Background: an optimization exercise with open tools, aiming at small area, a short achievable clock period and few clock cycles per item. Do not read the settings as production practice.
Only the layout flow was run in this run; the RTL was not checked for function there.

===== flow/run.sh =====
#!/bin/bash
# Standard layout, with the port buffers the standard flow adds made
# from a plain buf_2 instead of the slow delay buffer buffer_ports picks.
set -euo pipefail
export BUFFER_PORTS_ARGS="-buffer_cell sky130_fd_sc_hd__buf_2"
bash standard.sh > standard_flow.log 2>&1

===== standard.sh =====
#!/bin/bash
# synth_recipe.tcl (not shown) runs the flow's synth.tcl, then flattens the netlist and writes it again
# the make line also repeats each setting of config.mk as NAME=value (left out here)
make -C /OpenROAD-flow-scripts/flow DESIGN_CONFIG=/design/flow/config.mk WORK_HOME=/design/flow/orfs CLKGATE_MAP_FILE= SYNTH_SCRIPT=/design/flow/synth_recipe.tcl "${@:-finish}"

===== config.mk =====
export PLATFORM = sky130hd
export DESIGN_NAME = alu_exec_top
export DESIGN_NICKNAME = alu_exec_top
export VERILOG_FILES = /design/flow/design.v
export SDC_FILE = /design/flow/constraint.sdc
export NUM_CORES = 4
export LEC_CHECK = 0
export ABC_AREA = 1
export CAP_MARGIN = 20
export CORE_MARGIN = 2
export CORE_UTILIZATION = 45
export SETUP_SLACK_MARGIN = 2.5
export SLEW_MARGIN = 20

===== constraint.sdc =====
create_clock -name core_clock -period 7.0 [get_ports {clk}]
set_input_delay 1.4000 -clock core_clock [delete_from_list [all_inputs] [get_ports {clk}]]
set_output_delay 1.4000 -clock core_clock [all_outputs]
set_load 0.01 [all_outputs]

===== design.v =====
package alu_pkg;
    localparam int data_w  = 32;
    localparam int shamt_w = 5;
    localparam int op_w    = 6;
    localparam int queue_depth = 4;
    localparam int out_credits = 3;
    localparam int cnt_w       = 3;
    localparam int qptr_w      = 2;
    typedef enum logic [op_w-1:0] {
        alu_add   = 6'h00,
        alu_addu  = 6'h01,
        alu_sub   = 6'h02,
        alu_subu  = 6'h03,
        alu_and   = 6'h04,
        alu_or    = 6'h05,
        alu_xor   = 6'h06,
        alu_nor   = 6'h07,
        alu_slt   = 6'h08,
        alu_sltu  = 6'h09,
        alu_lui   = 6'h0a,
        alu_sll   = 6'h10,
        alu_srl   = 6'h11,
        alu_sra   = 6'h12,
        alu_sllv  = 6'h14,
        alu_srlv  = 6'h15,
        alu_srav  = 6'h16,
        alu_rotr  = 6'h18,
        alu_rotrv = 6'h19,
        alu_ins   = 6'h20,
        alu_ext   = 6'h21
    } alu_op_e;
endpackage
`timescale 1ns/1ps
import alu_pkg::*;
module alu_shift_unit
(
    input  logic [data_w-1:0]   src,
    input  logic [shamt_w-1:0]  amount,
    input  logic                left,
    output logic [data_w-1:0]   result
);
    logic [data_w-1:0]  stage [shamt_w+1];
    logic [shamt_w-1:0] amt_eff;
    assign stage[0] = left ? {src[0], src[data_w-1:1]} : src;
    assign amt_eff  = amount ^ {shamt_w{left}};
    for (genvar k = 0; k < shamt_w; k++) begin : g_stage
        for (genvar i = 0; i < data_w; i++) begin : g_bit
            assign stage[k+1][i] = amt_eff[k] ? stage[k][(i + (1 << k)) % data_w] : stage[k][i];
        end
    end
    assign result = stage[shamt_w];
endmodule
`timescale 1ns/1ps
import alu_pkg::*;
module alu_bitfield_unit
(
    input  logic                rotate,
    input  logic                left,
    input  logic                field,
    input  logic                is_ins,
    input  logic                sign_fill,
    input  logic [data_w-1:0]   b,
    input  logic [shamt_w-1:0]  amount,
    input  logic [shamt_w-1:0]  msb,
    input  logic [data_w-1:0]   rotated,
    output logic [data_w-1:0]   result
);
    logic [data_w-1:0] from_amt;
    logic [data_w-1:0] keep;
    logic [data_w-1:0] fill;
    always_comb begin
        for (int i = 0; i < data_w; i++) begin
            from_amt[i] = left ? (i >= amount) : ((data_w - 1 - i) >= amount);
            keep[i]     = rotate | (from_amt[i] & (~field | (i <= msb)));
            fill[i]     = is_ins ? b[i] : sign_fill;
        end
    end
    assign result = (rotated & keep) | (fill & ~keep);
endmodule
`timescale 1ns/1ps
import alu_pkg::*;
module alu_arith_unit
(
    input  logic                subtract,
    input  logic [data_w-1:0]   a,
    input  logic [data_w-1:0]   b,
    output logic [data_w-1:0]   sum,
    output logic                sum_ovf,
    output logic                lt_signed,
    output logic                lt_unsigned,
    output logic                great,
    output logic [data_w-1:0]   prop,
    output logic [data_w-1:0]   gen
);
    localparam int levels = $clog2(data_w);
    logic [data_w-1:0] b_eff;
    logic [data_w-1:0] p;
    logic [data_w-1:0] g;
    logic [data_w:0]   c;
    assign b_eff = b ^ {data_w{subtract}};
    assign p     = a ^ b_eff;
    assign g     = a & b_eff;
    assign prop  = p;
    assign gen   = g;
    logic [data_w-1:0] pg_g [levels+1];
    logic [data_w-1:0] pg_p [levels+1];
    assign pg_g[0] = {g[data_w-1:1], g[0] | (p[0] & subtract)};
    assign pg_p[0] = p;
    for (genvar l = 0; l < levels; l++) begin : g_lvl
        for (genvar i = 0; i < data_w; i++) begin : g_bit
            if ((i >> l) & 1) begin : g_join
                localparam int j = ((i >> l) << l) - 1;
                assign pg_g[l+1][i] = pg_g[l][i] | (pg_p[l][i] & pg_g[l][j]);
                assign pg_p[l+1][i] = pg_p[l][i] & pg_p[l][j];
            end else begin : g_pass
                assign pg_g[l+1][i] = pg_g[l][i];
                assign pg_p[l+1][i] = pg_p[l][i];
            end
        end
    end
    assign c       = {pg_g[levels], subtract};
    assign sum     = p ^ c[data_w-1:0];
    assign sum_ovf = c[data_w] ^ c[data_w-1];
    logic [data_w-1:0] cmp_gt [levels+1];
    logic [data_w-1:0] cmp_eq [levels+1];
    logic              low_gt;
    logic              low_eq;
    logic              top_eq;
    logic              gt_s;
    logic              gt_u;
    assign cmp_gt[0] = {1'b0, a[data_w-2:0] & ~b[data_w-2:0]};
    assign cmp_eq[0] = {1'b1, ~(a[data_w-2:0] ^ b[data_w-2:0])};
    for (genvar l = 0; l < levels; l++) begin : g_cmp
        for (genvar i = 0; i < (data_w >> (l + 1)); i++) begin : g_node
            assign cmp_gt[l+1][i] = cmp_gt[l][2*i+1] | (cmp_eq[l][2*i+1] & cmp_gt[l][2*i]);
            assign cmp_eq[l+1][i] = cmp_eq[l][2*i+1] & cmp_eq[l][2*i];
        end
        for (genvar i = (data_w >> (l + 1)); i < data_w; i++) begin : g_unused
            assign cmp_gt[l+1][i] = 1'b0;
            assign cmp_eq[l+1][i] = 1'b0;
        end
    end
    assign low_gt = cmp_gt[levels][0];
    assign low_eq = cmp_eq[levels][0];
    assign top_eq = ~(a[data_w-1] ^ b[data_w-1]);
    assign gt_s   = (~a[data_w-1] & b[data_w-1]) | (top_eq & low_gt);
    assign gt_u   = ( a[data_w-1] & ~b[data_w-1]) | (top_eq & low_gt);
    assign great       = gt_s;
    assign lt_signed   = ~gt_s & ~(top_eq & low_eq);
    assign lt_unsigned = ~gt_u & ~(top_eq & low_eq);
endmodule
`timescale 1ns/1ps
import alu_pkg::*;
module alu_core
(
    input  alu_pkg::alu_op_e    op,
    input  logic [data_w-1:0]   a,
    input  logic [data_w-1:0]   b,
    input  logic [shamt_w-1:0]  shamt,
    input  logic [shamt_w-1:0]  rd,
    output logic [data_w-1:0]   result,
    output logic                great,
    output logic                overflow
);
    logic [op_w-1:0]   code;
    logic              is_field;
    logic              is_shift;
    logic              is_ins;
    logic              is_cmp;
    logic              is_logic;
    logic              is_arith;
    logic              is_lui;
    logic              subtract;
    logic              variable;
    logic              left;
    logic              rotate;
    logic              arith_sh;
    logic [data_w-1:0] sum;
    logic              sum_ovf;
    logic              lt_signed;
    logic              lt_unsigned;
    logic [data_w-1:0] sh_src;
    logic [shamt_w-1:0] sh_amt;
    logic [data_w-1:0] rotated;
    logic [data_w-1:0] shift_res;
    logic [data_w-1:0] logic_res;
    logic [data_w-1:0] prop;
    logic [data_w-1:0] gen;
    assign code     = op;
    assign is_field = code[5];
    assign is_ins   = code[5] & ~code[0];
    assign is_shift = code[5] | code[4] | is_lui;
    assign is_arith = ~code[5] & ~code[4] & ~code[3] & ~code[2];
    assign is_logic = ~code[5] & ~code[4] & ~code[3] &  code[2];
    assign is_cmp   = ~code[5] & ~code[4] &  code[3] & ~code[1];
    assign is_lui   = ~code[5] & ~code[4] &  code[3] &  code[1];
    assign subtract = code[1];
    assign variable = ~code[5] & (code[2] | (code[3] & code[0]));
    assign left     = (code[5] & ~code[0]) | (~code[5] & ~code[3] & ~code[1] & ~code[0]) | is_lui;
    assign rotate   = ~code[5] & code[4] & code[3];
    assign arith_sh = ~code[5] & ~code[3] & code[1];
    alu_arith_unit arith_i (
        .subtract    (subtract),
        .a           (a),
        .b           (b),
        .sum         (sum),
        .sum_ovf     (sum_ovf),
        .lt_signed   (lt_signed),
        .lt_unsigned (lt_unsigned),
        .great       (great),
        .prop        (prop),
        .gen         (gen)
    );
    assign sh_src = is_field ? a : b;
    assign sh_amt = is_lui ? shamt_w'(16) : (variable ? a[shamt_w-1:0] : shamt);
    alu_shift_unit shift_i (
        .src    (sh_src),
        .amount (sh_amt),
        .left   (left),
        .result (rotated)
    );
    alu_bitfield_unit field_i (
        .rotate    (rotate),
        .left      (left),
        .field     (is_field),
        .is_ins    (is_ins),
        .sign_fill (arith_sh & b[data_w-1]),
        .b         (b),
        .amount    (sh_amt),
        .msb       (rd),
        .rotated   (rotated),
        .result    (shift_res)
    );
    always_comb begin
        case (code[1:0])
            2'b00:   logic_res = gen;
            2'b01:   logic_res = prop | gen;
            2'b10:   logic_res = ~prop;
            default: logic_res = prop & ~a;
        endcase
    end
    assign result =
        ({data_w{is_arith}} & sum) |
        ({data_w{is_logic}} & logic_res) |
        ({data_w{is_shift}} & shift_res) |
        {{(data_w-1){1'b0}}, is_cmp & (code[0] ? lt_unsigned : lt_signed)};
    assign overflow = sum_ovf & is_arith & ~code[0];
endmodule
`timescale 1ns/1ps
import alu_pkg::*;
module alu_issue_queue
(
    input  logic                clk,
    input  logic                arst_n,
    input  logic                in_valid,
    output logic                in_credit,
    input  logic                out_credit,
    output logic                out_valid
);
    logic              full;
    logic [cnt_w-2:0]  credits;
    assign out_valid = full & (credits != '0);
    always_ff @(posedge clk or negedge arst_n) begin
        if (!arst_n) begin
            full      <= 1'b0;
            credits   <= (cnt_w-1)'(out_credits);
            in_credit <= 1'b0;
        end else begin
            full <= in_valid | (full & ~out_valid);
            case ({out_credit, out_valid})
                2'b10:   credits <= credits + (cnt_w-1)'(1);
                2'b01:   credits <= credits - (cnt_w-1)'(1);
                default: credits <= credits;
            endcase
            in_credit <= out_credit;
        end
    end
endmodule
`timescale 1ns/1ps
import alu_pkg::*;
module alu_exec_top
(
    input  logic                clk,
    input  logic                arst_n,
    input  logic                in_valid,
    input  alu_pkg::alu_op_e             in_op,
    input  logic [data_w-1:0]   in_a,
    input  logic [data_w-1:0]   in_b,
    input  logic [shamt_w-1:0]  in_shamt,
    input  logic [shamt_w-1:0]  in_rd,
    output logic                in_credit,
    output logic                out_valid,
    output logic [data_w-1:0]   out_result,
    output logic                out_zero,
    output logic                out_great,
    output logic                out_overflow,
    input  logic                out_credit
);
    logic [data_w-1:0]   next_result;
    logic                next_great;
    logic                next_overflow;
    alu_issue_queue ctrl_i (
        .clk        (clk),
        .arst_n     (arst_n),
        .in_valid   (in_valid),
        .in_credit  (in_credit),
        .out_credit (out_credit),
        .out_valid  (out_valid)
    );
    alu_core core_i (
        .op       (in_op),
        .a        (in_a),
        .b        (in_b),
        .shamt    (in_shamt),
        .rd       (in_rd),
        .result   (next_result),
        .great    (next_great),
        .overflow (next_overflow)
    );
    always_ff @(posedge clk) begin
        if (in_valid) begin
            out_result   <= next_result;
            out_great    <= next_great;
            out_overflow <= next_overflow;
        end
    end
    assign out_zero = (out_result == '0);
endmodule

==> results_dict.tcl <==
set metrics [dict create \
    start_util_pct 46.19 \
    cp.required_ns 7.05 \
    synth_edf_count 34 \
    leakagePower_nw 6.309 \
    clock_skew_ns 0.00008532 \
    grt_usage_pct 35.71 \
    netlist_instances 1886 \
    synth_top_cell_by_area "nand3_1" \
    dp_hpwl_mm 36.45 \
    initialDrtViolationCount 1756 \
    period_minus_slack_ns 4.481 \
    fp-row-count 56 \
    wl_per_cell_um 20.79 \
    synth_seq_cells 38 \
    cts_tree "yes" \
    drv_cap 0 \
    rsz0062_at_grt "yes" \
    ys.flop_type "edfxtp_1" \
    power.total_mw 1.930 \
    htree_levels 2 \
    relSlewSlack_pct 36.17 \
    slew_violations 0 \
    synthArstFlopShare_pct 10.53 \
    hold_viol 0 \
    vias 13510 \
    root_buffer "clkbuf_16" \
    clockBufferDepth 2 \
    grtUsageMet3_pct 6.234 \
    cts_buffers 5 \
    diodes 0 \
    grt_util_met1_pct 48.03 \
    placed_area_um2 11590 \
    use_met2_pct 55.90 \
    dp_cells 2246 \
    worst_pin_slew_ns 0.9575 \
    netlist_area_um2 10910 \
    yosys_warnings 11 \
    arrival_ns 4.53 \
    cp_max_fo 62 \
    syn_nets 2105 \
    yosysUniqueCellTypes 53 \
    antenna_left 0 \
    outcome "no timing/DRC/antenna violations" \
    grt-ovfl-total 0 \
    crit_path_end_kind "flip-flop" \
    min_path_type "reg2reg" \
    hold_buffers 0 \
    grt_pass1_wl_mm 71.13 \
    finalNetCount 2170 \
    routed_wl_mm 47.21 \
    dieArea_um2 25500 \
    finalSetupTns_ns 0 \
    path_class "in2reg" \
    period_share_pct 64.01 \
    yosysSeqAreaShare_pct 10.30 \
    drive_above_1_share_pct 10.86 \
    dieWidth_um 159.7 \
    path_clk_slew_ns 0.07 \
    ys_top_cells_by_area "nand3_1 20%, ha_1 15%, nand2_1 15%" \
    netlist.area_leader.share_pct 19.55 \
    syn_area_per_cell_um2 5.783 \
    gp_congestion 0.9797 \
    top_usage_layer "met2" \
    core-area_um2 23610 \
    final-setup-viol-count 0 \
    final_area_um2 12050 \
    grt_pass1_vias 12170 \
    fp.dieH_um 159.7 \
    grt_max_degree 63 \
    drt_first_pass_iters 8 \
    clock.fmax_mhz 223.2 \
    avgViaCountPerCell 5.950 \
    syn2layout_area_growth_pct 10.51 \
    portBuffers 120 \
    clock-sinks 38 \
    ir_drop_v 0.00009525 \
    clk_latency_ns 0.30 \
    start_kind "primary input" \
    final_cell_count_no_fill 2271 \
    p_per_area_nw_per_um2 160.1 \
    drc 0 \
    io-pin-count 121 \
    antenna_found_initial 0 \
]
[report_power, final]
| part | internal, mW | total (mW) | switching, mW |
|---|---|---|---|
| clock network | 0.142 | 0.252 | 0.110 |
| logic | 0.424 | 1.33 | 0.910 |
| registers | 0.311 | 0.345 | 0.0340 |
| total | 0.876 | 1.93 | 1.05 |
[synth_stat cells (5+ instances only)]
cell,n
nor2_1,97
or2_2,6
fa_1,5
ha_1,130
nor3_1,5
o22ai_1,9
buf_2,43
nand2_2,6
a21oi_1,105
nand2_1,422
o221ai_1,15
o21a_1,6
nand3_1,426
o211ai_1,16
inv_2,9
nor4_1,9
o21ai_0,140
buf_1,7
nand4_1,10
clkbuf_1,36
inv_1,244
xnor2_1,31
buf_4,7
o21ai_1,9
o21bai_1,5
edfxtp_1,34
a31oi_1,5
[stage by stage]
stage	worst slack [ns]	utilization, %	hold WS [ns]
finish	2.519	51.04	0.5056
global route	2.446	51.04	0.5176
CTS	2.504	50.41	0.5103
detailed placement	1.220	49.08	0.4972
global placement	1.278	49.08	0.4921
floorplan	2.504	-	0.4822
[cell type report]
class / instances / area (um2)
clock buffers: 6 / 138.9
clock inverters: 2 / 12.51
fillers: 2598 / 11560
inverters: 254 / 977.2
multi-input cells: 1499 / 8446
flip-flops and latches: 38 / 1124
well taps: 319 / 399.1
repair buffers: 152 / 948.4
repair inverters: 1 / 7.507
[sequential cells by signal, summed over array words and instances, names as in the netlist]
register and cells:
ctrl_i.credits 2, out_overflow 1, out_result 32, ctrl_i.in_credit 1, out_great 1, ctrl_i.full 1
[cell families (layout without fill, tap and decap cells)]
family / count (synthesis) / count (layout) / share of synthesized area [%]
compound gates: 335 / 335 / 17.47
xor+xnor: 34 / 34 / 2.799
fa+ha+maj: 135 / 135 / 15.83
buf+inv: 351 / 415 / 13.09
flops: 38 / 38 / 10.30
simple gates: 993 / 995 / 40.51
[layer usage]
metal,vias up,wire (um)
met4,0,2360
met2,762,20600
li1,6487,-
met5,-,0
met3,98,4433
met1,6166,19820
[what timing repair did]
action / 4_1_cts / 5_1_grt
setup buffers: 3 / 9
gates cloned: 4 / 1
pin swaps: 0 / 3
gates resized for setup: 17 / 15
setup endpoints to repair: 33 / 33
[worst max-delay path, stage by stage]
cell,delay (ns)
buf_2,0.11
inv_2,0.40
nand2_2,0.27
nand3_2,0.16
buf_12,0.27
inv_2,0.24
xor2_2,0.23
buf_6,0.32
inv_4,0.22
nand3_1,0.20
nand3_1,0.16
nand3_1,0.13
nand3_1,0.18
nand2_1,0.11
nand2_1,0.05
[placed cells by master, fill, tap and decap left out, types with 6 or more instances in the layout]
cell      count
nand3_1     426
nand2_1     420
inv_1       243
o21ai_0     139
ha_1        130
buf_2       118
a21oi_1     105
nor2_1       95
edfxtp_1     34
xnor2_1      29
buf_4        25
o211ai_1     16
o221ai_1     15
nand4_1      10
o21ai_1       9
o22ai_1       9
nor4_1        9
or2_2         6
nand2_2       6
nand3_2       6
o21a_1        6
[path summary, 6_finish.rpt]
check / from / end / slack [ns] / depth (start not counted)
worst max-delay path: in_op[0] / out_result[24] / 2.52 / 15
worst min-delay path: ctrl_i.credits[0] / ctrl_i.credits[0] / 0.51 / 1
worst max register to register: ctrl_i.credits[0] / ctrl_i.credits[1] / 5.44 / 6
worst min register to register: ctrl_i.credits[0] / ctrl_i.credits[0] / 0.51 / 1
max in group asynchronous: arst_n / ctrl_i.credits[0] / 5.89 / 1
min in group asynchronous: arst_n / ctrl_i.full / 0.90 / 1

==> what the ideal ports hide <==
The results above use ideal ports. As a check the final layout listed here was re-extracted and re-timed, cells and wires unchanged. Step 1 sets driving cells, clkbuf_16 on the clock port and buf_2 on the other inputs (assumed; they add their load-dependent delay and slew). Step 2 adds t to the input delays and takes it off the output delays; t is the mean of the earliest and latest rising clock arrival at the registers after step 1. Input paths then give back, and output paths get back, about the clock's delay inside the block. Three values: ideal ports, drivers, drivers and shift; two values: the first two.
shift t [ns]: 0.335
setup WS [ns]: 2.519 / 2.536 / 2.202
worst setup path after step 2: input to register
After both steps setup and hold are still met in this run. For this run, drivers alone change the setup slack by +0.017 ns; drivers and shift together by -0.317 ns.
